From an optimization exercise on the open Yosys and OpenROAD flow, aimed at small area, a short achievable clock period and few clock cycles per item; shortcuts taken in it are not production practice.
Where RTL was checked, it was by simulation tests only, not by an equivalence proof against the original.
No functional check of the RTL was part of runs 2 to 5.
Power and IR drop assume default switching activity.

**flow/config.mk**
```make
export PLATFORM = sky130hd
export DESIGN_NAME = fft8_top
export DESIGN_NICKNAME = fft8_top
export VERILOG_FILES = /design/flow/design.v
export SDC_FILE = /design/flow/constraint.sdc
export NUM_CORES = 4
export LEC_CHECK = 0
export CAP_MARGIN = 0
export CORE_MARGIN = 2
export CORE_UTILIZATION = 65
export PLACE_DENSITY = 0.75
export SLEW_MARGIN = 0
```
**flow/constraint.sdc**
```tcl
create_clock -name core_clock -period 9.5 [get_ports {clk}]
set_input_delay 1.9000 -clock core_clock [delete_from_list [all_inputs] [get_ports {clk}]]
set_output_delay 1.9000 -clock core_clock [all_outputs]
set_load 0.01 [all_outputs]
```
**flow/design.v**
```verilog
module fft8_top
(
    input  logic              clk,
    input  logic              reset,
    input  logic              sample_valid_i,
    input  logic [23:0]       sample_i,
    output logic              accept_o,
    input  logic              out_ready_i,
    output logic              out_valid_o,
    output logic [31:0]       bin_o,
    output logic              complete_o
);
    localparam int AW = 14;
    localparam logic [32:0] TW_C = 33'd23170;
    localparam logic [32:0] RND  = 33'd32767;
    logic [2:0] r8;
    logic [1:0] r;
    logic [2:0] r8_n;
    assign r    = r8[1:0];
    assign r8_n = r8 + 1'b1;
    always_ff @(posedge clk)
    begin
        if (reset)
            r8 <= 3'd7;
        else
            r8 <= r8_n;
    end
    logic               iv;
    logic [2:0]         in_n;
    logic signed [11:0] ixr;
    logic signed [11:0] ixi;
    logic [2:0]         tcnt;
    logic               take;
    logic               proc;
    logic               clr;
    logic               clr_n;
    logic               neg2;
    logic               rf;
    logic               rf_n;
    logic               iv_n;
    logic [2:0]         in_n_n;
    logic               proc_n;
    logic               load;
    logic               hf_n;
    logic               acc_q;
    assign accept_o = acc_q;
    assign take     = sample_valid_i & accept_o;
    assign iv_n     = take | (iv & ~proc);
    assign in_n_n   = take ? tcnt : in_n;
    assign proc_n   = iv_n & (in_n_n == r8_n) & ((in_n_n != 3'd0) | ~rf_n | hf_n);
    always_ff @(posedge clk)
    begin
        if (reset)
        begin
            iv   <= 1'b0;
            tcnt <= '0;
            proc <= 1'b0;
            acc_q <= 1'b1;
            clr  <= 1'b0;
            clr_n <= 1'b1;
            neg2 <= 1'b0;
        end
        else
        begin
            iv   <= iv_n;
            if (take)
                tcnt <= tcnt + 1'b1;
            proc <= proc_n;
            acc_q <= ~iv_n | proc_n;
            clr  <= proc_n & (in_n_n[2:1] == 2'd0);
            clr_n <= ~(proc_n & (in_n_n[2:1] == 2'd0));
            neg2 <= proc_n & in_n_n[1];
        end
    end
    always_ff @(posedge clk)
    begin
        if (take)
        begin
            in_n <= tcnt;
            ixr  <= sample_i[23:12];
            ixi  <= sample_i[11:0];
        end
    end
    logic signed [AW-1:0] p_re [4];
    logic signed [AW-1:0] p_im [4];
    logic signed [AW-1:0] q_re [4];
    logic signed [AW-1:0] q_im [4];
    logic signed [AW-1:0] s_re [4];
    logic signed [AW-1:0] s_im [4];
    logic signed [AW-1:0] xr;
    logic signed [AW-1:0] xi;
    logic signed [AW-1:0] qb_re [4];
    logic signed [AW-1:0] qb_im [4];
    assign xr = proc ? AW'(ixr) : '0;
    assign xi = proc ? AW'(ixi) : '0;
    always_comb
    begin
        for (int k = 0; k < 4; k++)
        begin
            if (k < 2)
            begin
                qb_re[k] = clr ? '0 : q_re[k];
                qb_im[k] = clr ? '0 : q_im[k];
            end
            else
            begin
                qb_re[k] = clr_n ? q_re[k] : '0;
                qb_im[k] = clr_n ? q_im[k] : '0;
            end
        end
        s_re[0] = xr + qb_re[0];
        s_im[0] = xi + qb_im[0];
        s_re[1] = xr - qb_im[1];
        s_im[1] = xi + qb_re[1];
        s_re[2] = (xr ^ {AW{neg2}}) + qb_re[2] + AW'(neg2);
        s_im[2] = (xi ^ {AW{neg2}}) + qb_im[2] + AW'(neg2);
        s_re[3] = xr + qb_im[3];
        s_im[3] = xi - qb_re[3];
    end
    always_ff @(posedge clk)
    begin
        for (int k = 0; k < 4; k++)
        begin
            p_re[k] <= s_re[k];
            p_im[k] <= s_im[k];
            q_re[k] <= p_re[k];
            q_im[k] <= p_im[k];
        end
    end
    logic signed [AW-1:0] he_re [4];
    logic signed [AW-1:0] he_im [4];
    logic signed [AW-1:0] ho_re [4];
    logic signed [AW-1:0] ho_im [4];
    logic                 hv;
    logic [2:0]           c;
    logic                 sk_v;
    logic                 rdy;
    logic                 iss;
    logic                 hv_n;
    logic [2:0]           c_n;
    logic                 sk_v_n;
    logic [1:0]           k;
    assign rdy    = ~sk_v;
    assign iss    = hv & rdy & (c[1:0] == k);
    assign hv_n   = load | (hv & ~(iss & (c == 3'd7)));
    assign c_n    = load ? 3'd0 : (iss ? c + 1'b1 : c);
    assign hf_n   = ~hv_n | (~sk_v_n & (c_n == 3'd7));
    assign rf_n   = rf ? ~load : (proc & (in_n == 3'd7));
    always_ff @(posedge clk)
    begin
        if (reset)
            load <= 1'b0;
        else
            load <= (r8_n == 3'd0) & rf_n & hf_n;
    end
    always_ff @(posedge clk)
    begin
        for (int i = 0; i < 4; i++)
        begin
            if (load)
            begin
                he_re[i] <= q_re[i];
                he_im[i] <= q_im[i];
                ho_re[i] <= (i == 2) ? p_im[i] : p_re[i];
                ho_im[i] <= (i == 2) ? p_re[i] : p_im[i];
            end
            else
            begin
                he_re[i] <= he_re[(i + 1) % 4];
                he_im[i] <= he_im[(i + 1) % 4];
                ho_re[i] <= ho_re[(i + 1) % 4];
                ho_im[i] <= ho_im[(i + 1) % 4];
            end
        end
    end
    always_ff @(posedge clk)
    begin
        if (reset)
        begin
            hv <= 1'b0;
            c  <= '0;
            rf <= 1'b0;
        end
        else
        begin
            rf <= rf_n;
            hv <= hv_n;
            c  <= c_n;
        end
    end
    logic               h;
    logic signed [15:0] er;
    logic signed [15:0] ei;
    logic signed [15:0] orr;
    logic signed [15:0] oi;
    logic signed [15:0] wr;
    logic signed [15:0] wi;
    logic signed [15:0] oa;
    logic signed [15:0] ob;
    logic signed [15:0] te;
    logic signed [15:0] u;
    logic               sub_u;
    logic               ng;
    logic               sg;
    logic [1:0] kq;
    logic       subq;
    logic       is2q;
    logic       swi;
    logic       sgq;
    always_ff @(posedge clk)
    begin
        kq   <= r8[1:0];
        subq <= ~(r8[0] ^ r8[1]);
        is2q <= (r8[1:0] == 2'd2);
        swi  <= c_n[2] ^ r8[1];
        sgq  <= c_n[2] ^ (r8[1:0] == 2'd2);
    end
    assign k   = kq;
    assign h   = c[2];
    assign er  = 16'(he_re[0]);
    assign ei  = 16'(he_im[0]);
    assign orr = 16'(ho_re[0]);
    assign oi  = 16'(ho_im[0]);
    always_comb
    begin
        wr = er + (orr ^ {16{h}}) + 16'(h);
        wi = ei + (oi ^ {16{swi}}) + 16'(swi);
        if (k[0])
        begin
            oa = oi;
            ob = orr;
            te = er;
        end
        else
        begin
            oa = 16'(ho_im[1]);
            ob = 16'(ho_re[1]);
            te = 16'(he_im[1]);
        end
        sub_u = subq;
        u     = ob + (oa ^ {16{sub_u}}) + 16'(sub_u);
        ng = sub_u;
        sg = sgq;
    end
    logic               v1;
    logic               odd1;
    logic signed [15:0] w1r;
    logic signed [15:0] w1i;
    logic signed [15:0] e1;
    logic signed [15:0] u1;
    logic               rho1;
    logic               sg1;
    logic               ng1;
    always_ff @(posedge clk)
    begin
        if (reset)
            v1 <= 1'b0;
        else if (rdy)
            v1 <= iss;
    end
    always_ff @(posedge clk)
    begin
        if (rdy)
        begin
            odd1 <= k[0];
            w1r  <= wr;
            w1i  <= wi;
            e1   <= te ^ {16{ng}};
            u1   <= u ^ {16{sg}};
            rho1 <= h;
            sg1  <= sg;
            ng1  <= ng;
        end
    end
    localparam int TW = 31;
    logic [TW-1:0] kk;
    logic [TW-1:0] op [8];
    logic [TW-1:0] l1 [6];
    logic [TW-1:0] l2 [4];
    logic [TW-1:0] l3 [3];
    logic [TW-1:0] l4 [2];
    logic [15:0]   lo_sum;
    logic          lo_c;
    function automatic void csa(input logic [TW-1:0] a, input logic [TW-1:0] b,
                                input logic [TW-1:0] c, output logic [TW-1:0] s,
                                output logic [TW-1:0] y);
        s = a ^ b ^ c;
        y = ((a & b) | (a & c) | (b & c)) << 1;
    endfunction
    localparam logic [TW-1:0] SX = TW'((64'd1 << 30) + (64'd1 << 29) + (64'd1 << 27)
                                     + (64'd1 << 26) + (64'd1 << 24) + (64'd1 << 22)
                                     + (64'd1 << 16));
    logic [15:0] ue;
    logic [15:0] ee;
    assign kk = (rho1 ? TW'(RND) : '0) + (sg1 ? TW'(TW_C) : '0)
              + (ng1 ? TW'(33'd32768) : '0) - SX;
    assign ue = {~u1[15], u1[14:0]};
    assign ee = {~e1[15], e1[14:0]};
    always_comb
    begin
        op[0] = TW'(ee) << 15;
        op[1] = TW'(ue) << 14;
        op[2] = TW'(ue) << 12;
        op[3] = TW'(ue) << 11;
        op[4] = TW'(ue) << 9;
        op[5] = TW'(ue) << 7;
        op[6] = TW'(ue) << 1;
        op[7] = kk;
        csa(op[0], op[1], op[2], l1[0], l1[1]);
        csa(op[3], op[4], op[5], l1[2], l1[3]);
        l1[4] = op[6];
        l1[5] = op[7];
        csa(l1[0], l1[1], l1[2], l2[0], l2[1]);
        csa(l1[3], l1[4], l1[5], l2[2], l2[3]);
        csa(l2[0], l2[1], l2[2], l3[0], l3[1]);
        l3[2] = l2[3];
        csa(l3[0], l3[1], l3[2], l4[0], l4[1]);
        lo_sum = 16'(l4[0][14:0]) + 16'(l4[1][14:0]);
        lo_c   = lo_sum[15];
    end
    logic        vt;
    logic        oddt;
    logic [15:0] tra;
    logic [15:0] trb;
    logic        trc;
    logic [15:0] wtr;
    logic [15:0] wti;
    always_ff @(posedge clk)
    begin
        if (reset)
            vt <= 1'b0;
        else if (rdy)
            vt <= v1;
    end
    always_ff @(posedge clk)
    begin
        if (rdy)
        begin
            oddt <= odd1;
            tra  <= l4[0][30:15];
            trb  <= l4[1][30:15];
            trc  <= lo_c;
            wtr  <= w1r;
            wti  <= w1i;
        end
    end
    logic [15:0] tx;
    logic [15:0] hold_re;
    assign tx = tra + trb + 16'(trc);
    always_ff @(posedge clk)
    begin
        if (rdy & vt & ~oddt)
            hold_re <= tx;
    end
    logic [31:0] x;
    logic        send;
    logic        fire;
    logic [31:0] sk_d;
    assign x    = oddt ? {hold_re, tx} : {wtr, wti};
    assign send = rdy & vt;
    assign fire = out_valid_o & out_ready_i;
    assign sk_v_n = (~out_valid_o | fire) ? 1'b0 : (sk_v | send);
    always_ff @(posedge clk)
    begin
        if (reset)
        begin
            out_valid_o <= 1'b0;
            sk_v        <= 1'b0;
        end
        else
        begin
            if (~out_valid_o | fire)
                out_valid_o <= sk_v | send;
            sk_v <= sk_v_n;
        end
    end
    always_ff @(posedge clk)
    begin
        if (~out_valid_o | fire)
            bin_o <= sk_v ? sk_d : x;
        if (send & out_valid_o)
            sk_d <= x;
    end
    logic [2:0] ocnt;
    logic [1:0] fcnt;
    logic [1:0] fcnt_n;
    logic       f_in;
    logic       f_out;
    assign f_in   = take & (tcnt == 3'd7);
    assign f_out  = fire & (ocnt == 3'd7);
    assign fcnt_n = fcnt + 2'(f_in) - 2'(f_out);
    always_ff @(posedge clk)
    begin
        if (reset)
        begin
            ocnt       <= '0;
            fcnt       <= '0;
            complete_o <= 1'b0;
        end
        else
        begin
            if (fire)
                ocnt <= ocnt + 1'b1;
            fcnt       <= fcnt_n;
            complete_o <= f_in | fcnt[1] | (fcnt[0] & ~f_out);
        end
    end
endmodule
```
**flow/run.sh**
```bash
#!/bin/bash
# synth_recipe.tcl (not shown) runs the flow's synth.tcl, then flattens the netlist and writes it again
# the make line also repeats each setting of config.mk as NAME=value (left out here)
make -C /OpenROAD-flow-scripts/flow DESIGN_CONFIG=/design/flow/config.mk WORK_HOME=/design/flow/orfs CLKGATE_MAP_FILE= SYNTH_SCRIPT=/design/flow/synth_recipe.tcl finish
```
==> results of run 1 <==
[power groups by stage]
stage          Combinational (mW)  Clock (mW)  Sequential, mW
2_1_floorplan                3.00           0            4.51
3_3_place_gp                 3.72           0            4.69
3_5_place_dp                 3.94           0            4.71
4_1_cts                      4.01        2.80            4.65
5_1_grt                      4.54        2.93            4.73
6_report                     3.98        2.75            4.67
[layout make-up]
cell class              instances  area (sq um)  area share (%)
flip-flops and latches        720         16800            46.4
multi-input cells            1649         14900            41.2
clock buffers                 100          2010            5.54
well taps                     672           841            2.32
repair buffers                 76           738            2.04
inverters                     170           643            1.78
clock inverters                29           280           0.774
diodes                          1          2.50         0.00691
[kinds of logic after synthesis]
group / synth area share (%)
flip-flops: 51.4
AND/OR/NAND/NOR: 6.94
AO/OA/AOI/OAI: 6.24
buffers and inverters: 2.95
XOR/XNOR: 6.68
multiplexers: 11.7
adder cells (fa/ha/maj): 14.1
[worst min path at each step]
| stage | start | end | slack [ns] |
|---|---|---|---|
| after detailed placement | p_im[1][0] | q_im[1][0] | 0.33 |
| after global placement | p_im[3][10] | q_im[3][10] | 0.33 |
| after global routing | p_im[1][0] | q_im[1][0] | 0.35 |
| final | p_im[1][1] | q_im[1][1] | 0.35 |
| after floorplan | p_im[0][0] | q_im[0][0] | 0.33 |
| after CTS | p_im[1][0] | q_im[1][0] | 0.34 |
[layout by cell type, fill, tap and decap left out, drive strengths merged, types with 15 or more instances in the layout]
| cell type | netlist | routed |
|---|---|---|
| clkdlybuf4s50 | 0 | 62 |
| o21bai | 21 | 21 |
| ha | 227 | 227 |
| inv | 169 | 173 |
| nand2b | 38 | 38 |
| o21ai | 58 | 58 |
| clkbuf | 47 | 100 |
| mux2i | 44 | 44 |
| nand2 | 86 | 86 |
| xnor2 | 162 | 162 |
| dfxtp | 484 | 484 |
| and2 | 65 | 65 |
| fa | 88 | 88 |
| nor3 | 36 | 36 |
| a21oi | 106 | 106 |
| nand3 | 15 | 15 |
| mux2 | 298 | 298 |
| edfxtp | 236 | 236 |
| xor2 | 87 | 87 |
| a21o | 40 | 40 |
| nor2b | 69 | 69 |
| nor2 | 78 | 78 |
| clkinv | 1 | 21 |
[flip-flops by register name, indices dropped and copies added, names as in the netlist, 12 cells and up]
signal   cells
ixr         12
he_re       56
wti         16
w1i         16
trb         16
he_im       56
q_re        56
ho_re       56
ho_im       56
e1          14
q_im        56
tra         16
p_im        56
ixi         12
w1r         16
u1          16
sk_d        32
hold_re     16
wtr         16
p_re        56
bin_o       32
[per-layer routing]
layer  vias up  global-route usage (%)  routed length (um)
li1       9236                       -                   -
met1      9289                    36.3               31000
met2       451                    44.0               31900
met3       100                    4.84                3720
met4         2                    8.19                1560
met5         -                       0                  13
[metrics by stage]
step | hold WS [ns] | instances | area, sq um
4_1_cts | 0.345 | 3416 | 36200
5_1_grt | 0.352 | 3416 | 36200
2_1_floorplan | 0.326 | 2609 | 32600
6_report | 0.345 | 3417 | 36200
3_3_place_gp | 0.328 | 3287 | 33900
3_5_place_dp | 0.331 | 3287 | 33900
==> flow_summary_export.csv, run 1 <==
group,metric,value,unit
outcome,run_status,"finished clean",
worst_setup_path,slowest_stage,"sky130_fd_sc_hd__buf_4",
sta,timing.final.hold_violations,0,
floorplanning,floorplan.initialDensity,65.4,%
worst_setup_path,cp.arrival,4.13,ns
sta,finalCritPeriodShare,39.7,%
synth,ys.flop_type,"sky130_fd_sc_hd__dfxtp_1",
clock_tree,clk_transition_reported_paths,0.06,ns
synth,synth_largest_type_area_fraction,29.7,%
power_and_ir_drop,p_int,7.62,mW
synth,synth-async-reset-ratio,0,%
worst_setup_path,timing.rr.start,"kq[0]",
clock_tree,clock_latency,0.61,ns
synth,syn_area,32600,sq um
sta,timing.final.max_slew_violations,0,
sta,final_period_minus_worst_setup_slack,3.77,ns
global_routing,wire_length_of_the_first_global_routing_pass,108000,um
worst_setup_path,r2r.worst_path.cells,10,
worst_setup_path,worstSetupPathType,"flop to flop",
sta,maxSlewHeadroom,26.4,%
clock_tree,numClockSinks,720,
synth,largest_area_contributor_in_the_synthesized_netlist,"sky130_fd_sc_hd__dfxtp_1",
floorplanning,fp.dieArea,52000,sq um
worst_setup_path,crit-reg2reg-capture,"u1[13]",
sta,setup-violations-final,0,
worst_setup_path,critPathCapture,"u1[13]",
worst_setup_path,critical_path_buf_inv_count,1,
worst_setup_path,cell_family_with_most_cp_delay,"compound AO/OA/AOI/OAI gates",
placed_design,numPortBuffers,62,
drt,totalWireLength,68200,um
power_and_ir_drop,power_switching_share,33.1,%
clock_tree,root_cell_of_the_clock_tree,"sky130_fd_sc_hd__clkbuf_16",
floorplanning,die-width,228,um
synth,synth.net_count,2952,
drt,detail_routed_via_count_per_cell,5.58,
sta,worstMarginPinSlew,1.10,ns
clock_tree,cts-resized-gates,0,
global_routing,global_route.overflow_total,0,
floorplanning,core-area,49900,sq um
synth,syn_avg_cell_area,12.5,sq um
sta,fin_ws,5.73,ns
power_and_ir_drop,power.combinational.fraction,34.9,%
clock_tree,cts_inserted_buffers,71,
placed_design,post-place-ws,5.13,ns
floorplanning,dieHeight,228,um
drt,post-route-drc-count,0,
synth,synth_cell_type_count,76,
power_and_ir_drop,report.power.total,11.4,mW
global_routing,grt_start_max_net_pins,182,
drt,detailedRoute.firstIterationViolations,1209,
synth,synth_cells,2609,
synth,ys_warn_count,18,
clock_tree,cts_hold_repair.buffers,0,
global_routing,grt_pass1_vias,19800,
worst_setup_path,crit_cells,10,
worst_setup_path,worstSetupStartpoint,"kq[0]",
synth,synth.area.top_cells,"sky130_fd_sc_hd__dfxtp_1 (30%), sky130_fd_sc_hd__edfxtp_1 (22%), sky130_fd_sc_hd__mux2_2 (10%), sky130_fd_sc_hd__ha_1 (8.7%), sky130_fd_sc_hd__fa_1 (5.4%)",
worst_setup_path,crit_chain,"buf_4 -> mux2_2 -> ha_1 -> or3_1 -> a211oi_1 -> o21bai_1 -> a221oi_2 -> a22oi_1 -> a21oi_1 -> xnor2_1",
worst_setup_path,crit_path_end_kind,"flop",
drt,firstDrtPassIters,5,
sta,fmax,265,MHz
min_path,hold_class,"flop to flop",
global_routing,groute.usage.overall,26.7,%
sta,setup_repair_after_global_routing_missed_its_margin,"false",
synth,flop_and_latch_count_out_of_synthesis,720,
finish,n_fill_cell,3454,
worst_setup_path,slowest_delay,0.55,ns
finish,area.growth.synth_to_final,10.9,%
drt,via_total_after_detailed_routing,19100,
floorplanning,core.rowCount,82,
sta,fin_setup_tns,0,ns
worst_setup_path,crit_path_start_kind,"flop",
clock_tree,cts.htree.levels,3,
worst_setup_path,timing.reg2reg.setup_slack,5.73,ns
synth,ys_seq_area_share,51.4,%
placed_design,place.gp.congestion,0.888,
drt,routedWlPerCell,20.0,um
power_and_ir_drop,leakage_power_total,16.1,nW
clock_tree,post-cts-setup-buffer-count,0,
placed_design,detailedPlacementHpwl,49800,um
power_and_ir_drop,power_density,315,nW/um^2
synth,list_of_most_frequent_post_synthesis_cells,"sky130_fd_sc_hd__dfxtp_1 (484), sky130_fd_sc_hd__mux2_2 (295), sky130_fd_sc_hd__edfxtp_1 (236), sky130_fd_sc_hd__ha_1 (227), sky130_fd_sc_hd__inv_1 (167)",
power_and_ir_drop,vdd_drop_max,0.000197,V
clock_tree,cts.path.max_buffers,3,
finish,layout.nets,3031,
clock_tree,cts_tree,"done",
global_routing,grt_antenna_before_repair,1,
finish,layout.core_utilization,72.6,%
floorplanning,design.portCount,63,
synth,synthMostInstantiatedCell,"sky130_fd_sc_hd__dfxtp_1",
worst_setup_path,critPathRequiredTime,9.85,ns
power_and_ir_drop,switching_power,3.78,mW
power_and_ir_drop,clkPwrFrac,24.1,%
job,maxCapViolCount,0,
drt,drt.antenna.violating_nets,0,
sta,fin_skew,0.0186,ns
power_and_ir_drop,relative_contribution_of_sequential_cells_to_total_power,40.9,%
finish,final_layout_size_suffix_gt1_share,16.4,%
synth,synth_edf_count,236,
worst_setup_path,worst-path-max-fanout,44,
min_path,hold_depth,0,
Testbench counts, summed over its fixed seeds: cycles 3,176, frames 384.
==> run 2, diff against run 1 <==
--- a/flow/design.v
+++ b/flow/design.v
@@ -44,8 +44,10 @@
     logic               hf_n;
     logic               acc_q;
+    logic               acc_qn;
+    logic               pg_n;
     assign accept_o = acc_q;
-    assign take     = sample_valid_i & accept_o;
+    assign take     = sample_valid_i & ~acc_qn;
     assign iv_n     = take | (iv & ~proc);
-    assign in_n_n   = take ? tcnt : in_n;
+    assign in_n_n   = acc_qn ? in_n : tcnt;
     assign proc_n   = iv_n & (in_n_n == r8_n) & ((in_n_n != 3'd0) | ~rf_n | hf_n);
     always_ff @(posedge clk)
@@ -56,5 +58,7 @@
             tcnt <= '0;
             proc <= 1'b0;
+            pg_n <= 1'b1;
             acc_q <= 1'b1;
+            acc_qn <= 1'b0;
             clr  <= 1'b0;
             clr_n <= 1'b1;
@@ -67,5 +71,7 @@
                 tcnt <= tcnt + 1'b1;
             proc <= proc_n;
+            pg_n <= ~proc_n;
             acc_q <= ~iv_n | proc_n;
+            acc_qn <= ~(~iv_n | proc_n);
             clr  <= proc_n & (in_n_n[2:1] == 2'd0);
             clr_n <= ~(proc_n & (in_n_n[2:1] == 2'd0));
@@ -75,5 +81,5 @@
     always_ff @(posedge clk)
     begin
-        if (take)
+        if (~acc_qn)
         begin
             in_n <= tcnt;
@@ -92,6 +98,6 @@
     logic signed [AW-1:0] qb_re [4];
     logic signed [AW-1:0] qb_im [4];
-    assign xr = proc ? AW'(ixr) : '0;
-    assign xi = proc ? AW'(ixi) : '0;
+    assign xr = pg_n ? '0 : AW'(ixr);
+    assign xi = pg_n ? '0 : AW'(ixi);
     always_comb
     begin
@@ -293,6 +299,20 @@
     logic [15:0] ue;
     logic [15:0] ee;
-    assign kk = (rho1 ? TW'(RND) : '0) + (sg1 ? TW'(TW_C) : '0)
-              + (ng1 ? TW'(33'd32768) : '0) - SX;
+    localparam logic [TW-1:0] KN = TW'(33'd32768);
+    localparam logic [TW-1:0] KR = TW'(RND);
+    localparam logic [TW-1:0] KC = TW'(TW_C);
+    always_comb
+    begin
+        case ({rho1, sg1, ng1})
+            3'b000: kk = TW'(0) - SX;
+            3'b001: kk = KN - SX;
+            3'b010: kk = KC - SX;
+            3'b011: kk = KC + KN - SX;
+            3'b100: kk = KR - SX;
+            3'b101: kk = KR + KN - SX;
+            3'b110: kk = KR + KC - SX;
+            default: kk = KR + KC + KN - SX;
+        endcase
+    end
     assign ue = {~u1[15], u1[14:0]};
     assign ee = {~e1[15], e1[14:0]};
@@ -359,6 +379,9 @@
     assign x    = oddt ? {hold_re, tx} : {wtr, wti};
     assign send = rdy & vt;
-    assign fire = out_valid_o & out_ready_i;
-    assign sk_v_n = (~out_valid_o | fire) ? 1'b0 : (sk_v | send);
+    logic        ovn;
+    logic        ov;
+    assign ov   = ~ovn;
+    assign fire = ov & out_ready_i;
+    assign sk_v_n = (ovn | fire) ? 1'b0 : (sk_v | send);
     always_ff @(posedge clk)
     begin
@@ -366,10 +389,14 @@
         begin
             out_valid_o <= 1'b0;
+            ovn         <= 1'b1;
             sk_v        <= 1'b0;
         end
         else
         begin
-            if (~out_valid_o | fire)
+            if (ovn | fire)
+            begin
                 out_valid_o <= sk_v | send;
+                ovn         <= ~(sk_v | send);
+            end
             sk_v <= sk_v_n;
         end
@@ -377,7 +404,7 @@
     always_ff @(posedge clk)
     begin
-        if (~out_valid_o | fire)
+        if (ovn | fire)
             bin_o <= sk_v ? sk_d : x;
-        if (send & out_valid_o)
+        if (send & ov)
             sk_d <= x;
     end
--- a/flow/config.mk
+++ b/flow/config.mk
@@ -6,7 +6,6 @@
 export NUM_CORES = 4
 export LEC_CHECK = 0
-export CAP_MARGIN = 0
+export CAP_MARGIN = 20
 export CORE_MARGIN = 2
-export CORE_UTILIZATION = 65
-export PLACE_DENSITY = 0.75
-export SLEW_MARGIN = 0
+export CORE_UTILIZATION = 40
+export SLEW_MARGIN = 20
==> flow_summary_export.csv, run 2 <==
group,metric,value,unit
global_routing,global_route.overflow_total,0,
synth,synth.area.mux_share,11.8,%
sta,fin_ws,5.59,ns
power_and_ir_drop,vdd_drop_max,0.000174,V
outcome,run_status,"finished clean",
clock_tree,root_cell_of_the_clock_tree,"sky130_fd_sc_hd__clkbuf_16",
worst_setup_path,cp.arrival,4.46,ns
drt,firstDrtPassIters,7,
worst_setup_path,critPathRequiredTime,10.05,ns
clock_tree,numClockSinks,723,
drt,post-route-drc-count,0,
finish,most-common-layout-cells,"sky130_fd_sc_hd__dfxtp_1 (483), sky130_fd_sc_hd__mux2_2 (297), sky130_fd_sc_hd__edfxtp_1 (236)",
synth,synth_top_family_by_area,"adder cells",
global_routing,grt_start_max_net_pins,91,
synth,synth.area.top_cells,"sky130_fd_sc_hd__dfxtp_1 (29%), sky130_fd_sc_hd__edfxtp_1 (21%), sky130_fd_sc_hd__mux2_2 (10%), sky130_fd_sc_hd__ha_1 (8.4%), sky130_fd_sc_hd__fa_1 (5.2%)",
power_and_ir_drop,report.power.total,11.5,mW
clock_tree,cts.htree.levels,3,
drt,drt.antenna.violating_nets,0,
synth,flop_and_latch_count_out_of_synthesis,723,
placed_design,place.gp.congestion,0.891,
worst_setup_path,timing.rr.start,"pg_n",
synth,syn_area,33100,sq um
synth,synth_xor_area_share,6.41,%
finish,final_layout_size_suffix_gt1_share,16.3,%
drt,detail_routed_via_count_per_cell,5.01,
synth,yosys.area_share.simple,8.18,%
synth,synth_largest_type_area_fraction,29.5,%
drt,routedWlPerCell,18.4,um
synth,synth.net_count,3045,
worst_setup_path,crit_path_end_kind,"flop",
clock_tree,post-cts-setup-buffer-count,0,
clock_tree,clk_transition_reported_paths,0.06,ns
synth,synth_compound_area_share,6.30,%
sta,setup-violations-final,0,
clock_tree,cts_hold_repair.buffers,0,
min_path,hp-start,"p_im[2][0]",
finish,layout.nets,3129,
worst_setup_path,worst-path-max-fanout,24,
synth,syn_avg_cell_area,12.2,sq um
finish,layout.core_utilization,45.8,%
sta,final_period_minus_worst_setup_slack,3.91,ns
floorplanning,core.rowCount,105,
clock_tree,cts.path.max_buffers,3,
sta,fmax,255,MHz
floorplanning,floorplan.initialDensity,40.3,%
floorplanning,core-area,82000,sq um
synth,synth_cell_type_count,69,
global_routing,wire_length_of_the_first_global_routing_pass,114000,um
placed_design,detailedPlacementHpwl,54500,um
sta,worstMarginPinSlew,1.06,ns
power_and_ir_drop,power_density,307,nW/um^2
worst_setup_path,crit_path_start_kind,"flop",
placed_design,count_of_placed_standard_cells_including_taps,3780,
floorplanning,design.portCount,63,
drt,via_total_after_detailed_routing,19700,
sta,fin_setup_tns,0,ns
sta,fin_worst_hold_slack,0.335,ns
sta,maxSlewHeadroom,29.6,%
synth,synthMostInstantiatedCell,"sky130_fd_sc_hd__dfxtp_1",
drt,totalWireLength,72400,um
sta,setup_repair_after_global_routing_missed_its_margin,"false",
clock_tree,cts_inserted_buffers,79,
min_path,hold_depth,0,
worst_setup_path,crit-reg2reg-capture,"p_re[2][12]",
global_routing,grt_antenna_before_repair,2,
global_routing,groute.usage.overall,17.1,%
clock_tree,cts_tree,"done",
synth,ys.flop_type,"sky130_fd_sc_hd__dfxtp_1",
synth,ys_warn_count,18,
worst_setup_path,timing.reg2reg.setup_slack,5.59,ns
min_path,hold_class,"flop to flop",
synth,list_of_most_frequent_post_synthesis_cells,"sky130_fd_sc_hd__dfxtp_1 (487), sky130_fd_sc_hd__mux2_2 (297), sky130_fd_sc_hd__edfxtp_1 (236), sky130_fd_sc_hd__ha_1 (223), sky130_fd_sc_hd__inv_1 (166)",
synth,synth-async-reset-ratio,0,%
worst_setup_path,worstSetupPathType,"flop to flop",
min_path,hold-path-endpoint,"q_im[2][0]",
floorplanning,fp.dieArea,85000,sq um
synth,synth_edf_count,236,
placed_design,numPortBuffers,62,
finish,area.growth.synth_to_final,13.5,%
sta,fin_skew,0.0173,ns
synth,largest_area_contributor_in_the_synthesized_netlist,"sky130_fd_sc_hd__dfxtp_1",
sta,finalCritPeriodShare,41.2,%
worst_setup_path,r2r.worst_path.cells,10,
synth,ys_seq_area_share,50.9,%
power_and_ir_drop,leakage_power_total,16.4,nW
synth,synth_area_in_adders,13.6,%
floorplanning,die-width,291,um
finish,finish.cell_count_without_fillers,3924,
finish,final_non_filler_cell_area,37500,sq um
clock_tree,clock_latency,0.63,ns
placed_design,detailed_place.area,34900,sq um
global_routing,grt_pass1_vias,20500,
finish,mostFrequentLayoutCell,"sky130_fd_sc_hd__dfxtp_1",
placed_design,post-place-ws,5.10,ns
clock_tree,cts-resized-gates,0,
synth,synth_cells,2708,
drt,detailedRoute.firstIterationViolations,993,
sta,timing.final.hold_violations,0,
sta,timing.final.max_slew_violations,0,
floorplanning,dieHeight,291,um
job,maxCapViolCount,0,
## run 2: cell count changes after synthesis, moves of 12 or more
cell                       change
sky130_fd_sc_hd__a21oi_1      -20
sky130_fd_sc_hd__a31oi_1      +19
sky130_fd_sc_hd__and2_1       -22
sky130_fd_sc_hd__clkbuf_1     +13
sky130_fd_sc_hd__nand2_1      +12
sky130_fd_sc_hd__nor2_1       +37
sky130_fd_sc_hd__nor2b_1      +30
sky130_fd_sc_hd__o21a_1       +19
sky130_fd_sc_hd__o21ai_0      +13
sky130_fd_sc_hd__xnor2_1      -19
## run 2: cells by family after synthesis
family | Yosys count
DFF | 723
and+or+nand+nor | 524
muxes | 350
AOI/OAI and AO/OA | 319
adders and majority gates | 309
buffers and inverters | 242
xor gates and xnor gates | 241
## run 2: critical path: stages, from the launching register on
cell and delay, ns:
sky130_fd_sc_hd__dfxtp_1 0.99, sky130_fd_sc_hd__nor2b_1 0.31, sky130_fd_sc_hd__mux2_2 0.40, sky130_fd_sc_hd__fa_1 0.46, sky130_fd_sc_hd__a21o_1 0.21, sky130_fd_sc_hd__a21oi_2 0.21
sky130_fd_sc_hd__nor2b_1 0.09, sky130_fd_sc_hd__or4_1 0.46, sky130_fd_sc_hd__a41o_1 0.31, sky130_fd_sc_hd__o41ai_2 0.24, sky130_fd_sc_hd__xnor2_1 0.16
## run 2: cell type report
type / count / area [sq um]
Antenna cell: 1 / 2.50
Clock buffer: 110 / 2300
Clock inverter: 32 / 332
Fill cell: 7502 / 44500
Inverter: 166 / 628
Multi-Input combinational cell: 1743 / 15300
Sequential cell: 723 / 16800
Tap cell: 1070 / 1340
Timing Repair Buffer: 79 / 761
## run 2: worst max path at each step
| stage | slack (ns) | end | cells past startpoint | start |
|---|---|---|---|---|
| final | 5.59 | p_re[2][12] | 10 | pg_n |
| after global routing | 5.37 | p_re[0][13] | 10 | pg_n |
| after CTS | 5.52 | p_re[2][12] | 10 | pg_n |
| after detailed placement | 5.10 | neg2 | 7 | out_ready_i |
| after global placement | 5.13 | clr | 7 | out_ready_i |
| after floorplan | 2.87 | sk_d[0] | 5 | sk_v |
## run 2: per-layer routing
layer  track usage [%]  part of all wire [%]
met1              24.3                    49
met2              27.2                    45
met3              2.66                   4.2
met4              4.30                   2.0
met5                 0                     0
## run 2: report_power, final
part / total, mW / internal, mW / switching [mW]
Clock: 3.06 / 1.81 / 1.25
Combinational: 3.85 / 1.79 / 2.06
Sequential: 4.60 / 4.16 / 0.436
Total: 11.5 / 7.77 / 3.74
==> run 3, diff against run 2 <==
--- a/flow/design.v
+++ b/flow/design.v
@@ -35,5 +35,8 @@
     logic               clr;
     logic               clr_n;
+    logic               clr2;
+    logic               clr2_n;
     logic               neg2;
+    logic               neg2_n;
     logic               rf;
     logic               rf_n;
@@ -63,5 +66,8 @@
             clr  <= 1'b0;
             clr_n <= 1'b1;
+            clr2 <= 1'b0;
+            clr2_n <= 1'b1;
             neg2 <= 1'b0;
+            neg2_n <= 1'b1;
         end
         else
@@ -77,4 +83,7 @@
             clr_n <= ~(proc_n & (in_n_n[2:1] == 2'd0));
             neg2 <= proc_n & in_n_n[1];
+            neg2_n <= ~(proc_n & in_n_n[1]);
+            clr2 <= proc_n & (r8_n[2:1] == 2'd0);
+            clr2_n <= ~(proc_n & (r8_n[2:1] == 2'd0));
         end
     end
@@ -95,9 +104,11 @@
     logic signed [AW-1:0] s_im [4];
     logic signed [AW-1:0] xr;
+    logic                 neg2i;
     logic signed [AW-1:0] xi;
     logic signed [AW-1:0] qb_re [4];
     logic signed [AW-1:0] qb_im [4];
+    assign neg2i = ~neg2_n;
     assign xr = pg_n ? '0 : AW'(ixr);
-    assign xi = pg_n ? '0 : AW'(ixi);
+    assign xi = proc ? AW'(ixi) : '0;
     always_comb
     begin
@@ -107,10 +118,10 @@
             begin
                 qb_re[k] = clr ? '0 : q_re[k];
-                qb_im[k] = clr ? '0 : q_im[k];
+                qb_im[k] = clr2 ? '0 : q_im[k];
             end
             else
             begin
                 qb_re[k] = clr_n ? q_re[k] : '0;
-                qb_im[k] = clr_n ? q_im[k] : '0;
+                qb_im[k] = clr2_n ? q_im[k] : '0;
             end
         end
@@ -120,5 +131,5 @@
         s_im[1] = xi + qb_re[1];
         s_re[2] = (xr ^ {AW{neg2}}) + qb_re[2] + AW'(neg2);
-        s_im[2] = (xi ^ {AW{neg2}}) + qb_im[2] + AW'(neg2);
+        s_im[2] = (xi ^ {AW{neg2i}}) + qb_im[2] + AW'(neg2i);
         s_re[3] = xr + qb_im[3];
         s_im[3] = xi - qb_re[3];
@@ -210,4 +221,5 @@
     logic               sg;
     logic [1:0] kq;
+    logic       kq0_n;
     logic       subq;
     logic       is2q;
@@ -217,4 +229,5 @@
     begin
         kq   <= r8[1:0];
+        kq0_n <= ~r8[0];
         subq <= ~(r8[0] ^ r8[1]);
         is2q <= (r8[1:0] == 2'd2);
@@ -236,5 +249,4 @@
             oa = oi;
             ob = orr;
-            te = er;
         end
         else
@@ -242,6 +254,6 @@
             oa = 16'(ho_im[1]);
             ob = 16'(ho_re[1]);
-            te = 16'(he_im[1]);
         end
+        te = kq0_n ? 16'(he_im[1]) : er;
         sub_u = subq;
         u     = ob + (oa ^ {16{sub_u}}) + 16'(sub_u);
--- a/flow/config.mk
+++ b/flow/config.mk
@@ -8,4 +8,5 @@
 export CAP_MARGIN = 20
 export CORE_MARGIN = 2
-export CORE_UTILIZATION = 40
+export CORE_UTILIZATION = 70
+export PLACE_DENSITY = 0.8
 export SLEW_MARGIN = 20
==> flow_summary_export.csv, run 3 <==
group,metric,value,unit
outcome,run_status,"finished clean",
synth,list_of_most_frequent_post_synthesis_cells,"sky130_fd_sc_hd__dfxtp_1 (491), sky130_fd_sc_hd__mux2_2 (298), sky130_fd_sc_hd__edfxtp_1 (236), sky130_fd_sc_hd__ha_1 (223), sky130_fd_sc_hd__xnor2_1 (166)",
sta,maxSlewHeadroom,24.1,%
worst_setup_path,crit_path_start_kind,"input port",
finish,sequential_cell_area,16900,sq um
clock_tree,clk_transition_reported_paths,0.06,ns
sta,fin_setup_tns,0,ns
clock_tree,cts_tree,"done",
finish,final_layout_size_suffix_gt1_share,15.4,%
clock_tree,cts_inserted_buffers,72,
floorplanning,die-width,221,um
drt,detailedRoute.firstIterationViolations,1220,
clock_tree,numClockSinks,727,
sta,setup_repair_after_global_routing_missed_its_margin,"false",
sta,fin_skew,0.0357,ns
sta,timing.final.max_slew_violations,0,
finish,layout.nets,3058,
drt,post-route-drc-count,0,
finish,area.growth.synth_to_final,10.8,%
worst_setup_path,timing.rr.start,"u1[1]",
power_and_ir_drop,power_density,313,nW/um^2
finish,most-common-layout-cells,"sky130_fd_sc_hd__dfxtp_1 (489), sky130_fd_sc_hd__mux2_2 (298), sky130_fd_sc_hd__edfxtp_1 (236)",
synth,ys.flop_type,"sky130_fd_sc_hd__dfxtp_1",
sta,fin_worst_hold_slack,0.341,ns
floorplanning,fp.dieArea,48700,sq um
worst_setup_path,worstSetupPathType,"input port to flop",
clock_tree,root_cell_of_the_clock_tree,"sky130_fd_sc_hd__clkbuf_16",
placed_design,numPortBuffers,62,
job,maxCapViolCount,0,
worst_setup_path,crit-reg2reg-capture,"trc",
synth,synth.net_count,2981,
power_and_ir_drop,vdd_drop_max,0.000219,V
drt,totalWireLength,72000,um
drt,detail_routed_via_count_per_cell,5.80,
clock_tree,post-cts-setup-buffer-count,0,
synth,ys_warn_count,18,
synth,largest_area_contributor_in_the_synthesized_netlist,"sky130_fd_sc_hd__dfxtp_1",
synth,synth_top_family_by_area,"adder cells",
power_and_ir_drop,report.power.total,11.4,mW
sta,setup-violations-final,0,
synth,synth_cells,2644,
sta,worstMarginPinSlew,1.14,ns
min_path,hp-start,"p_im[0][3]",
worst_setup_path,crit_path_end_kind,"flop",
synth,yosys.area_share.simple,6.90,%
floorplanning,dieHeight,221,um
drt,drt.antenna.violating_nets,0,
min_path,hold-path-endpoint,"q_im[0][3]",
finish,layout.core_utilization,78.3,%
power_and_ir_drop,leakage_power_total,15.9,nW
clock_tree,cts-resized-gates,0,
min_path,hold_depth,0,
sta,final_period_minus_worst_setup_slack,3.82,ns
finish,mostFrequentLayoutCell,"sky130_fd_sc_hd__dfxtp_1",
synth,synth-async-reset-ratio,0,%
drt,firstDrtPassIters,5,
worst_setup_path,timing.reg2reg.setup_slack,5.79,ns
synth,synthMostInstantiatedCell,"sky130_fd_sc_hd__dfxtp_1",
sta,timing.final.hold_violations,0,
synth,ys_seq_area_share,51.5,%
floorplanning,floorplan.initialDensity,70.7,%
finish,insertedDiodeCount,0,
drt,routedWlPerCell,21.3,um
global_routing,grt_pass1_vias,20400,
synth,flop_and_latch_count_out_of_synthesis,727,
worst_setup_path,cp.arrival,4.36,ns
synth,synth_edf_count,236,
global_routing,wire_length_of_the_first_global_routing_pass,111000,um
min_path,hold_class,"flop to flop",
synth,synth_largest_type_area_fraction,29.9,%
worst_setup_path,r2r.worst_path.cells,11,
floorplanning,core.rowCount,79,
global_routing,global_route.overflow_total,0,
global_routing,grt_start_max_net_pins,88,
synth,synth_cell_type_count,70,
placed_design,place.gp.congestion,0.914,
clock_tree,cts_hold_repair.buffers,0,
worst_setup_path,critPathRequiredTime,10.04,ns
synth,synth.area.mux_share,11.6,%
drt,via_total_after_detailed_routing,19600,
clock_tree,cts.htree.levels,3,
synth,synth_area_in_adders,13.7,%
sta,finalCritPeriodShare,40.2,%
clock_tree,clock_latency,0.63,ns
synth,synth_compound_area_share,6.79,%
global_routing,groute.usage.overall,30.2,%
synth,synth.area.top_cells,"sky130_fd_sc_hd__dfxtp_1 (30%), sky130_fd_sc_hd__edfxtp_1 (22%), sky130_fd_sc_hd__mux2_2 (10%), sky130_fd_sc_hd__ha_1 (8.5%), sky130_fd_sc_hd__fa_1 (5.2%)",
finish,area_taken_by_multi_input_logic_gates,15000,sq um
global_routing,grt_antenna_before_repair,1,
finish,n_fill_cell,2873,
clock_tree,cts.path.max_buffers,3,
sta,fmax,262,MHz
worst_setup_path,worst-path-max-fanout,36,
placed_design,detailedPlacementHpwl,53200,um
floorplanning,core-area,46500,sq um
floorplanning,design.portCount,63,
synth,syn_area,32800,sq um
synth,synth_xor_area_share,6.72,%
synth,syn_avg_cell_area,12.4,sq um
run 3: changes by cell type after synthesis, sizes merged, moves of 7 or more:
cell,change
a31oi,-14
and2,+8
and3,-10
nand2,-12
nand2b,+18
nand3,-10
nor2,-10
nor2b,-26
nor3,-17
or2,-8
or3,-7
xnor2,+22
xor2,-11
run 3: kinds of logic after synthesis:
logic type,after synthesis
flip-flops,727
AND/OR/NAND/NOR,440
multiplexers,343
AO/OA/AOI/OAI,336
adder cells (fa/ha/maj),309
XOR/XNOR,252
buffers and inverters,237
run 3: power by group:
group	internal, mW	switching [mW]
combinational	1.78	2.16
sequential	4.20	0.471
clock	1.59	1.19
total	7.57	3.82
run 3: worst max-delay path by stage:
| stage | from | endpoint | slack [ns] | depth (start not counted) |
|---|---|---|---|---|
| 2_1_floorplan | sk_v | sk_d[0] | 2.82 | 5 |
| 3_3_place_gp | out_ready_i | clr | 5.23 | 8 |
| 3_5_place_dp | out_ready_i | clr | 5.05 | 8 |
| 4_1_cts | out_ready_i | clr | 5.68 | 8 |
| 5_1_grt | out_ready_i | clr2 | 5.47 | 8 |
| 6_report | out_ready_i | clr | 5.68 | 8 |
run 3: layer usage:
metal	share of wire, %	global-route usage (%)	vias to the layer above	wire length (um)
met5	0	0	-	0
met4	3.0	10.5	0	2180
met3	4.9	4.44	132	3560
met2	48	51.6	519	34800
met1	44	39.6	9613	31500
li1	-	-	9372	-
run 3: metrics by stage:
stage,instances,setup slack (ns),instance area [sq um]
global route,3383,5.47,36400
detailed placement,3254,5.05,34100
CTS,3383,5.68,36400
finish,3383,5.68,36400
global placement,3254,5.23,34100
floorplan,2644,2.82,32800
run 3: cell type report:
class	instances	share of cell area, %
multi-input combinational	1680	41.3
clock inverter	22	0.564
timing repair buffer	74	1.95
clock buffer	107	5.82
sequential	727	46.5
inverter	166	1.73
tap	607	2.09
run 3: worst max-delay path: stages:
cell                              delay [ns]
sky130_fd_sc_hd__clkdlybuf4s50_1        0.47
sky130_fd_sc_hd__or2_2                  0.65
sky130_fd_sc_hd__nor2_1                 0.16
sky130_fd_sc_hd__o31ai_1                0.37
sky130_fd_sc_hd__o21ai_1                0.17
sky130_fd_sc_hd__nor2_1                 0.31
sky130_fd_sc_hd__inv_2                  0.10
sky130_fd_sc_hd__nor3b_1                0.23
==> run 4, diff against run 3 <==
--- a/flow/design.v
+++ b/flow/design.v
@@ -221,5 +221,4 @@
     logic               sg;
     logic [1:0] kq;
-    logic       kq0_n;
     logic       subq;
     logic       is2q;
@@ -229,5 +228,4 @@
     begin
         kq   <= r8[1:0];
-        kq0_n <= ~r8[0];
         subq <= ~(r8[0] ^ r8[1]);
         is2q <= (r8[1:0] == 2'd2);
@@ -249,4 +247,5 @@
             oa = oi;
             ob = orr;
+            te = er;
         end
         else
@@ -254,6 +253,6 @@
             oa = 16'(ho_im[1]);
             ob = 16'(ho_re[1]);
+            te = 16'(he_im[1]);
         end
-        te = kq0_n ? 16'(he_im[1]) : er;
         sub_u = subq;
         u     = ob + (oa ^ {16{sub_u}}) + 16'(sub_u);
--- a/flow/config.mk
+++ b/flow/config.mk
@@ -8,5 +8,5 @@
 export CAP_MARGIN = 20
 export CORE_MARGIN = 2
-export CORE_UTILIZATION = 70
-export PLACE_DENSITY = 0.8
+export CORE_UTILIZATION = 65
+export PLACE_DENSITY = 0.75
 export SLEW_MARGIN = 20
==> flow_summary_export.csv, run 4 <==
group,metric,value,unit
synth,synth.area.top_cells,"sky130_fd_sc_hd__dfxtp_1 (30%), sky130_fd_sc_hd__edfxtp_1 (22%), sky130_fd_sc_hd__mux2_2 (10%), sky130_fd_sc_hd__ha_1 (8.5%), sky130_fd_sc_hd__fa_1 (5.2%)",
global_routing,grt_use_met3,3.90,%
sta,timing.final.hold_violations,0,
placed_design,numPortBuffers,62,
finish,insertedDiodeCount,0,
global_routing,global_route.overflow_total,0,
drt,firstDrtPassIters,5,
worst_setup_path,cp.arrival,4.11,ns
drt,totalWireLength,71400,um
synth,synth_largest_type_area_fraction,29.9,%
clock_tree,cts_hold_repair.buffers,0,
synth,ys_warn_count,18,
global_routing,grt_start_max_net_pins,192,
clock_tree,post-cts-setup-buffer-count,0,
floorplanning,design.portCount,63,
clock_tree,cts_inserted_buffers,73,
drt,post-route-drc-count,0,
clock_tree,numClockSinks,726,
global_routing,grt_antenna_before_repair,2,
clock_tree,clock_latency,0.62,ns
clock_tree,cts.path.max_buffers,3,
power_and_ir_drop,power_density,313,nW/um^2
synth,synth_cell_type_count,73,
clock_tree,cts.htree.levels,3,
synth,largest_area_contributor_in_the_synthesized_netlist,"sky130_fd_sc_hd__dfxtp_1",
global_routing,groute.usage.overall,27.8,%
sta,fin_skew,0.0248,ns
global_routing,globalRouteMet1Util,36.4,%
synth,synthMostInstantiatedCell,"sky130_fd_sc_hd__dfxtp_1",
finish,area_taken_by_multi_input_logic_gates,15100,sq um
placed_design,detailedPlacementHpwl,53700,um
global_routing,busiest_layer,"met2",
synth,synth-async-reset-ratio,0,%
sta,final_period_minus_worst_setup_slack,3.76,ns
finish,n_fill_cell,3452,
drt,routedWlPerCell,20.6,um
clock_tree,root_cell_of_the_clock_tree,"sky130_fd_sc_hd__clkbuf_16",
floorplanning,core.rowCount,82,
worst_setup_path,worstSetupPathType,"flop to flop",
global_routing,groute.layer.met2.usage,47.0,%
sta,fin_setup_tns,0,ns
clock_tree,cts_tree,"done",
synth,synth_cells,2647,
sta,finalCritPeriodShare,39.5,%
synth,flop_and_latch_count_out_of_synthesis,726,
floorplanning,dieHeight,229,um
min_path,hold_class,"flop to flop",
drt,drt.antenna.violating_nets,0,
synth,syn_avg_cell_area,12.4,sq um
clock_tree,cts-resized-gates,0,
synth,list_of_most_frequent_post_synthesis_cells,"sky130_fd_sc_hd__dfxtp_1 (490), sky130_fd_sc_hd__mux2_2 (294), sky130_fd_sc_hd__edfxtp_1 (236), sky130_fd_sc_hd__ha_1 (223), sky130_fd_sc_hd__xnor2_1 (168)",
synth,ys_seq_area_share,51.4,%
synth,synth.net_count,2984,
placed_design,place.gp.congestion,0.916,
job,maxCapViolCount,0,
global_routing,wire_length_of_the_first_global_routing_pass,112000,um
synth,synth_edf_count,236,
sta,worstMarginPinSlew,1.08,ns
sta,fmax,266,MHz
power_and_ir_drop,vdd_drop_max,0.000186,V
floorplanning,fp.dieArea,52400,sq um
worst_setup_path,worst-path-max-fanout,8,
floorplanning,core-area,50100,sq um
floorplanning,floorplan.initialDensity,65.6,%
finish,most-common-layout-cells,"sky130_fd_sc_hd__dfxtp_1 (486), sky130_fd_sc_hd__mux2_2 (294), sky130_fd_sc_hd__edfxtp_1 (236)",
finish,area.growth.synth_to_final,11.5,%
sta,timing.final.max_slew_violations,0,
drt,detail_routed_via_count_per_cell,5.64,
global_routing,grt_pass1_vias,20500,
drt,via_total_after_detailed_routing,19500,
sta,setup_repair_after_global_routing_missed_its_margin,"false",
drt,detailedRoute.firstIterationViolations,1115,
power_and_ir_drop,leakage_power_total,16.1,nW
sta,setup-violations-final,0,
worst_setup_path,critPathRequiredTime,9.85,ns
worst_setup_path,crit_path_start_kind,"flop",
floorplanning,die-width,229,um
synth,syn_area,32900,sq um
outcome,run_status,"finished clean",
finish,layout.nets,3064,
worst_setup_path,crit_path_end_kind,"flop",
finish,mostFrequentLayoutCell,"sky130_fd_sc_hd__dfxtp_1",
finish,final_layout_size_suffix_gt1_share,16.6,%
sta,fin_worst_hold_slack,0.337,ns
sta,maxSlewHeadroom,27.7,%
synth,ys.flop_type,"sky130_fd_sc_hd__dfxtp_1",
clock_tree,clk_transition_reported_paths,0.06,ns
finish,sequential_cell_area,16900,sq um
-- run 4: final timing paths --
path	slack, ns	cells after the start	endpoint	startpoint
hold reg to reg	0.34	0	q_im[3][2]	p_im[3][2]
setup / recovery	5.74	14	trc	sg1
hold / removal	0.34	0	q_im[3][2]	p_im[3][2]
setup reg to reg	5.74	14	trc	sg1
-- run 4: routing by layer --
layer  wire (um)  vias to the layer above
met4        2400                        0
li1            -                     9402
met5           0                        -
met1       31400                     9528
met3        3320                      132
met2       34300                      449
-- run 4: layout make-up --
class                   instances  share of cell area [%]
flip-flops and latches        726                    46.1
multi-input cells            1699                    41.2
clock buffers                 111                    6.02
well taps                     672                    2.29
repair buffers                 75                    1.99
inverters                     152                    1.57
clock inverters                25                   0.782
-- run 4: logic make-up after synthesis --
family | Yosys count | share of synthesized area (%)
compound gates | 332 | 6.78
xor+xnor | 245 | 6.55
fa+ha+maj | 309 | 13.7
buf+inv | 222 | 2.62
flops | 726 | 51.4
mux | 339 | 11.5
simple gates | 474 | 7.38
-- run 4: metrics by stage --
| stage | worst slack (ns) | total power [mW] | cell area, sq um | std cells | util [%] |
|---|---|---|---|---|---|
| 5_1_grt | 5.52 | 12.3 | 36600 | 3460 | 73.2 |
| 2_1_floorplan | 3.01 | 7.41 | 32900 | 2647 | - |
| 3_5_place_dp | 5.28 | 8.60 | 34200 | 3324 | 68.2 |
| 6_report | 5.74 | 11.5 | 36600 | 3460 | 73.2 |
| 3_3_place_gp | 5.39 | 8.41 | 34200 | 3324 | 68.2 |
| 4_1_cts | 5.73 | 11.6 | 36600 | 3460 | 73.2 |
-- run 4: critical path: stages, from the launching register on --
cell	delay, ns
sky130_fd_sc_hd__edfxtp_1	0.44
sky130_fd_sc_hd__nor2b_1	0.53
sky130_fd_sc_hd__inv_1	0.17
sky130_fd_sc_hd__fa_1	0.51
sky130_fd_sc_hd__inv_1	0.04
sky130_fd_sc_hd__ha_1	0.26
sky130_fd_sc_hd__inv_1	0.05
sky130_fd_sc_hd__fa_1	0.47
sky130_fd_sc_hd__inv_1	0.04
sky130_fd_sc_hd__ha_1	0.29
sky130_fd_sc_hd__o21ai_0	0.08
sky130_fd_sc_hd__a21oi_1	0.09
sky130_fd_sc_hd__nor3_1	0.14
sky130_fd_sc_hd__nor2_1	0.06
sky130_fd_sc_hd__or3_1	0.33
-- run 4: where the power goes --
group          internal, mW  switching [mW]  total, mW  leakage [nW]
logic                  1.78            2.11       3.89          8.37
clock network          1.72            1.20       2.93          1.22
registers              4.20           0.466       4.66          6.50
==> run 5, diff against run 4 <==
--- a/flow/design.v
+++ b/flow/design.v
@@ -39,4 +39,6 @@
     logic               neg2;
     logic               neg2_n;
+    logic               neg2i;
+    logic               pg_n;
     logic               rf;
     logic               rf_n;
@@ -47,10 +49,8 @@
     logic               hf_n;
     logic               acc_q;
-    logic               acc_qn;
-    logic               pg_n;
     assign accept_o = acc_q;
-    assign take     = sample_valid_i & ~acc_qn;
+    assign take     = sample_valid_i & accept_o;
     assign iv_n     = take | (iv & ~proc);
-    assign in_n_n   = acc_qn ? in_n : tcnt;
+    assign in_n_n   = take ? tcnt : in_n;
     assign proc_n   = iv_n & (in_n_n == r8_n) & ((in_n_n != 3'd0) | ~rf_n | hf_n);
     always_ff @(posedge clk)
@@ -61,7 +61,5 @@
             tcnt <= '0;
             proc <= 1'b0;
-            pg_n <= 1'b1;
             acc_q <= 1'b1;
-            acc_qn <= 1'b0;
             clr  <= 1'b0;
             clr_n <= 1'b1;
@@ -70,4 +68,5 @@
             neg2 <= 1'b0;
             neg2_n <= 1'b1;
+            pg_n <= 1'b1;
         end
         else
@@ -77,11 +76,10 @@
                 tcnt <= tcnt + 1'b1;
             proc <= proc_n;
-            pg_n <= ~proc_n;
             acc_q <= ~iv_n | proc_n;
-            acc_qn <= ~(~iv_n | proc_n);
             clr  <= proc_n & (in_n_n[2:1] == 2'd0);
             clr_n <= ~(proc_n & (in_n_n[2:1] == 2'd0));
             neg2 <= proc_n & in_n_n[1];
             neg2_n <= ~(proc_n & in_n_n[1]);
+            pg_n <= ~proc_n;
             clr2 <= proc_n & (r8_n[2:1] == 2'd0);
             clr2_n <= ~(proc_n & (r8_n[2:1] == 2'd0));
@@ -90,5 +88,5 @@
     always_ff @(posedge clk)
     begin
-        if (~acc_qn)
+        if (take)
         begin
             in_n <= tcnt;
@@ -104,11 +102,10 @@
     logic signed [AW-1:0] s_im [4];
     logic signed [AW-1:0] xr;
-    logic                 neg2i;
     logic signed [AW-1:0] xi;
     logic signed [AW-1:0] qb_re [4];
     logic signed [AW-1:0] qb_im [4];
-    assign neg2i = ~neg2_n;
     assign xr = pg_n ? '0 : AW'(ixr);
     assign xi = proc ? AW'(ixi) : '0;
+    assign neg2i = ~neg2_n;
     always_comb
     begin
@@ -221,4 +218,5 @@
     logic               sg;
     logic [1:0] kq;
+    logic       kq0_n;
     logic       subq;
     logic       is2q;
@@ -228,4 +226,5 @@
     begin
         kq   <= r8[1:0];
+        kq0_n <= ~r8[0];
         subq <= ~(r8[0] ^ r8[1]);
         is2q <= (r8[1:0] == 2'd2);
@@ -247,5 +246,4 @@
             oa = oi;
             ob = orr;
-            te = er;
         end
         else
@@ -253,6 +251,6 @@
             oa = 16'(ho_im[1]);
             ob = 16'(ho_re[1]);
-            te = 16'(he_im[1]);
         end
+        te = kq0_n ? 16'(he_im[1]) : er;
         sub_u = subq;
         u     = ob + (oa ^ {16{sub_u}}) + 16'(sub_u);
@@ -297,6 +295,9 @@
     logic [TW-1:0] l3 [3];
     logic [TW-1:0] l4 [2];
-    logic [15:0]   lo_sum;
-    logic          lo_c;
+    logic [5:0]    lo0;
+    logic [5:0]    lo1;
+    logic [5:0]    lo2;
+    logic          gp1;
+    logic          gp2;
     function automatic void csa(input logic [TW-1:0] a, input logic [TW-1:0] b,
                                 input logic [TW-1:0] c, output logic [TW-1:0] s,
@@ -347,6 +348,9 @@
         l3[2] = l2[3];
         csa(l3[0], l3[1], l3[2], l4[0], l4[1]);
-        lo_sum = 16'(l4[0][14:0]) + 16'(l4[1][14:0]);
-        lo_c   = lo_sum[15];
+        lo0 = 6'(l4[0][4:0]) + 6'(l4[1][4:0]);
+        lo1 = 6'(l4[0][9:5]) + 6'(l4[1][9:5]);
+        lo2 = 6'(l4[0][14:10]) + 6'(l4[1][14:10]);
+        gp1 = &(l4[0][9:5] ^ l4[1][9:5]);
+        gp2 = &(l4[0][14:10] ^ l4[1][14:10]);
     end
     logic        vt;
@@ -354,4 +358,9 @@
     logic [15:0] tra;
     logic [15:0] trb;
+    logic        tc0;
+    logic        tg1;
+    logic        tp1;
+    logic        tg2;
+    logic        tp2;
     logic        trc;
     logic [15:0] wtr;
@@ -371,5 +380,9 @@
             tra  <= l4[0][30:15];
             trb  <= l4[1][30:15];
-            trc  <= lo_c;
+            tc0  <= lo0[5];
+            tg1  <= lo1[5];
+            tp1  <= gp1;
+            tg2  <= lo2[5];
+            tp2  <= gp2;
             wtr  <= w1r;
             wti  <= w1i;
@@ -378,5 +391,6 @@
     logic [15:0] tx;
     logic [15:0] hold_re;
-    assign tx = tra + trb + 16'(trc);
+    assign trc = tg2 | (tp2 & (tg1 | (tp1 & tc0)));
+    assign tx  = tra + trb + 16'(trc);
     always_ff @(posedge clk)
     begin
@@ -391,7 +405,5 @@
     assign send = rdy & vt;
     logic        ovn;
-    logic        ov;
-    assign ov   = ~ovn;
-    assign fire = ov & out_ready_i;
+    assign fire = ~ovn & out_ready_i;
     assign sk_v_n = (ovn | fire) ? 1'b0 : (sk_v | send);
     always_ff @(posedge clk)
@@ -417,5 +429,5 @@
         if (ovn | fire)
             bin_o <= sk_v ? sk_d : x;
-        if (send & ov)
+        if (send & ~ovn)
             sk_d <= x;
     end
==> flow_summary_export.csv, run 5 <==
group,metric,value,unit
floorplanning,fp.dieArea,53500,sq um
synth,synth_cell_type_count,83,
outcome,run_status,"finished clean",
sta,worstMarginPinSlew,1.14,ns
power_and_ir_drop,power_density,310,nW/um^2
drt,post-route-drc-count,0,
power_and_ir_drop,power_switching_share,32.8,%
min_path,hold_depth,0,
finish,mostFrequentLayoutCell,"sky130_fd_sc_hd__dfxtp_1",
power_and_ir_drop,p_int,7.81,mW
synth,flop_and_latch_count_out_of_synthesis,730,
global_routing,grt_pass1_vias,20700,
floorplanning,core.rowCount,83,
worst_setup_path,worst-path-max-fanout,33,
drt,routedWlPerCell,20.7,um
drt,via_total_after_detailed_routing,20300,
synth,synth_largest_type_area_fraction,29.2,%
synth,syn_area,33600,sq um
global_routing,global_route.overflow_total,0,
sta,timing.final.hold_violations,0,
power_and_ir_drop,clkPwrFrac,26.4,%
global_routing,wire_length_of_the_first_global_routing_pass,114000,um
clock_tree,cts_hold_repair.buffers,0,
worst_setup_path,worstSetupPathType,"input port to flop",
clock_tree,clk_transition_reported_paths,0.06,ns
sta,final_period_minus_worst_setup_slack,4.01,ns
finish,area.growth.synth_to_final,11.6,%
min_path,hold_class,"flop to flop",
synth,syn_avg_cell_area,12.2,sq um
synth,ys_seq_area_share,50.7,%
drt,drt.antenna.violating_nets,0,
global_routing,groute.usage.overall,28.2,%
placed_design,count_of_placed_standard_cells_including_taps,3439,
finish,area_taken_by_multi_input_logic_gates,15600,sq um
finish,most-common-layout-cells,"sky130_fd_sc_hd__dfxtp_1 (486), sky130_fd_sc_hd__mux2_2 (299), sky130_fd_sc_hd__edfxtp_1 (240)",
power_and_ir_drop,switching_power,3.81,mW
power_and_ir_drop,vdd_drop_max,0.000175,V
worst_setup_path,r2r.worst_path.cells,10,
synth,ys_warn_count,18,
synth,synth_edf_count,240,
sta,fmax,250,MHz
sta,fin_setup_tns,0,ns
drt,totalWireLength,73900,um
clock_tree,cts-resized-gates,0,
finish,sequential_cell_area,17000,sq um
synth,ys.flop_type,"sky130_fd_sc_hd__dfxtp_1",
sta,finalCritPeriodShare,42.2,%
job,maxCapViolCount,0,
synth,synth-async-reset-ratio,0,%
power_and_ir_drop,relative_contribution_of_sequential_cells_to_total_power,39.9,%
synth,synth.net_count,3098,
finish,finish.cell_count_without_fillers,3575,
drt,detail_routed_via_count_per_cell,5.68,
clock_tree,cts.htree.levels,3,
floorplanning,design.portCount,63,
drt,firstDrtPassIters,5,
synth,largest_area_contributor_in_the_synthesized_netlist,"sky130_fd_sc_hd__dfxtp_1",
floorplanning,dieHeight,231,um
finish,n_fill_cell,3451,
power_and_ir_drop,power.combinational.fraction,33.7,%
synth,list_of_most_frequent_post_synthesis_cells,"sky130_fd_sc_hd__dfxtp_1 (490), sky130_fd_sc_hd__mux2_2 (299), sky130_fd_sc_hd__edfxtp_1 (240), sky130_fd_sc_hd__ha_1 (224), sky130_fd_sc_hd__inv_1 (181)",
clock_tree,cts_tree,"done",
finish,insertedDiodeCount,0,
clock_tree,numClockSinks,730,
worst_setup_path,crit_path_start_kind,"input port",
worst_setup_path,crit_path_end_kind,"flop",
synth,synth.area.top_cells,"sky130_fd_sc_hd__dfxtp_1 (29%), sky130_fd_sc_hd__edfxtp_1 (21%), sky130_fd_sc_hd__mux2_2 (10%), sky130_fd_sc_hd__ha_1 (8.3%), sky130_fd_sc_hd__fa_1 (5.1%)",
global_routing,grt_antenna_before_repair,1,
clock_tree,root_cell_of_the_clock_tree,"sky130_fd_sc_hd__clkbuf_16",
power_and_ir_drop,leakage_power_total,16.6,nW
sta,timing.final.max_slew_violations,0,
finish,layout.nets,3173,
floorplanning,floorplan.initialDensity,65.6,%
clock_tree,clock_latency,0.62,ns
sta,setup-violations-final,0,
finish,layout.core_utilization,73.2,%
finish,final_layout_size_suffix_gt1_share,16.2,%
synth,synth_cells,2761,
clock_tree,cts_inserted_buffers,75,
synth,synthMostInstantiatedCell,"sky130_fd_sc_hd__dfxtp_1",
clock_tree,cts.path.max_buffers,3,
sta,setup_repair_after_global_routing_missed_its_margin,"false",
global_routing,grt_start_max_net_pins,185,
floorplanning,die-width,231,um
placed_design,detailedPlacementHpwl,55700,um
worst_setup_path,cp.arrival,4.50,ns
placed_design,numPortBuffers,62,
placed_design,place.gp.congestion,0.869,
floorplanning,core-area,51200,sq um
sta,fin_skew,0.0181,ns
drt,detailedRoute.firstIterationViolations,1319,
worst_setup_path,critPathRequiredTime,10.00,ns
clock_tree,post-cts-setup-buffer-count,0,
sta,maxSlewHeadroom,23.5,%
==> run 5: cell count changes in the layout (fill, tap and decap cells not counted), moves of 10 or more <==
cell                       change
sky130_fd_sc_hd__nand2b_1     +12
sky130_fd_sc_hd__xnor2_1      -24
sky130_fd_sc_hd__o211ai_1     +10
sky130_fd_sc_hd__and3_1       +10
sky130_fd_sc_hd__xor2_1       +18
sky130_fd_sc_hd__a21o_1       +20
sky130_fd_sc_hd__nand3_1      +10
sky130_fd_sc_hd__nor3_1       +22
sky130_fd_sc_hd__o21ai_0      +11
sky130_fd_sc_hd__o21bai_1     -10
sky130_fd_sc_hd__inv_1        +31
sky130_fd_sc_hd__nor2b_1      -10
sky130_fd_sc_hd__a211oi_1     -16
sky130_fd_sc_hd__o21a_1       -11
==> run 5: stage by stage <==
step / cell area [sq um] / power (mW) / worst slack, ns / hold WS, ns
after floorplan: 33600 / 7.40 / 2.77 / 0.326
after global placement: 34900 / 8.39 / 4.93 / 0.329
after detailed placement: 34900 / 8.57 / 4.86 / 0.331
after CTS: 37500 / 11.7 / 5.51 / 0.343
after global routing: 37500 / 12.4 / 5.34 / 0.344
final: 37500 / 11.6 / 5.49 / 0.337
==> run 5: critical path, stage by stage <==
cell and delay, ns:
sky130_fd_sc_hd__clkdlybuf4s50_1 0.47, sky130_fd_sc_hd__nand2_2 0.12, sky130_fd_sc_hd__inv_2 0.59, sky130_fd_sc_hd__mux2_1 0.41, sky130_fd_sc_hd__xor2_1 0.16, sky130_fd_sc_hd__nor3_2 0.14
sky130_fd_sc_hd__o21ai_2 0.11, sky130_fd_sc_hd__or2_4 0.26, sky130_fd_sc_hd__or3b_1 0.34
==> run 5: path summary, 6_finish.rpt <==
path             startpoint          end  slack [ns]
max reg2reg            pg_n  p_re[1][13]        5.70
min              p_im[1][9]   q_im[1][9]        0.34
max          sample_valid_i       clr2_n        5.49
min reg2reg      p_im[1][9]   q_im[1][9]        0.34
==> run 5: routing by layer <==
layer	routed length [um]	GRT usage (%)	up-vias	share of wire, %
li1	-	-	9837	-
met1	32400	37.1	9782	44
met2	35200	47.1	521	48
met3	3680	4.05	152	5.0
met4	2540	11.2	0	3.4
met5	0	0	-	0
==> run 5: cell type report <==
class | count | share of cell area, %
flip-flops and latches | 730 | 45.4
multi-input cells | 1776 | 41.6
clock buffers | 102 | 5.86
well taps | 680 | 2.27
repair buffers | 71 | 1.87
inverters | 182 | 1.84
clock inverters | 34 | 1.13
==> run 5: logic make-up (layout without fill, tap and decap cells) <==
| kind of cell | after synthesis | count (layout) | share of synthesized area (%) |
|---|---|---|---|
| DFF | 730 | 730 | 50.7 |
| and+or+nand+nor | 535 | 535 | 8.32 |
| AOI/OAI and AO/OA | 355 | 355 | 7.26 |
| muxes | 339 | 339 | 11.2 |
| adders and majority gates | 309 | 309 | 13.4 |
| buffers and inverters | 255 | 389 | 2.90 |
| xor gates and xnor gates | 238 | 238 | 6.21 |
==> run 5: power groups by stage <==
stage | Combinational [mW] | Sequential, mW | Clock (mW)
floorplan | 2.90 | 4.49 | 0
global placement | 3.72 | 4.66 | 0
detailed placement | 3.88 | 4.69 | 0
CTS | 3.94 | 4.63 | 3.12
global route | 4.49 | 4.70 | 3.24
finish | 3.91 | 4.63 | 3.07

-- re-timing with driven ports --
Ports are ideal in the flow. The routed layouts listed here were re-timed in OpenROAD. Step 1 assumes that a clkbuf_16 drives the clock port and a buf_2 every other input. Step 2 times the ports against the registers' clock, not the clock port: input delays grow and output delays shrink by t, the midpoint of the rising clock arrivals with the driver on. Three values: ideal ports, drivers, drivers and shift; two values: the first two.
run | shift t [ns] | setup WS [ns] | worst data-port slew with drivers (ns)
run 1 | 0.667 | 5.726 / 5.726 / 5.124 | 0.03
run 2 | 0.679 | 5.586 / 5.586 / 5.172 | 0.04
run 3 | 0.672 | 5.683 / 5.721 / 5.049 | 0.04
run 4 | 0.671 | 5.743 / 5.743 / 5.290 | 0.05
run 5 | 0.665 | 5.494 / 5.529 / 4.865 | 0.04
After both steps every run listed still meets setup and hold. For run 3, which loses most, drivers alone change the setup slack by +0.038 ns; drivers and shift together by -0.634 ns.
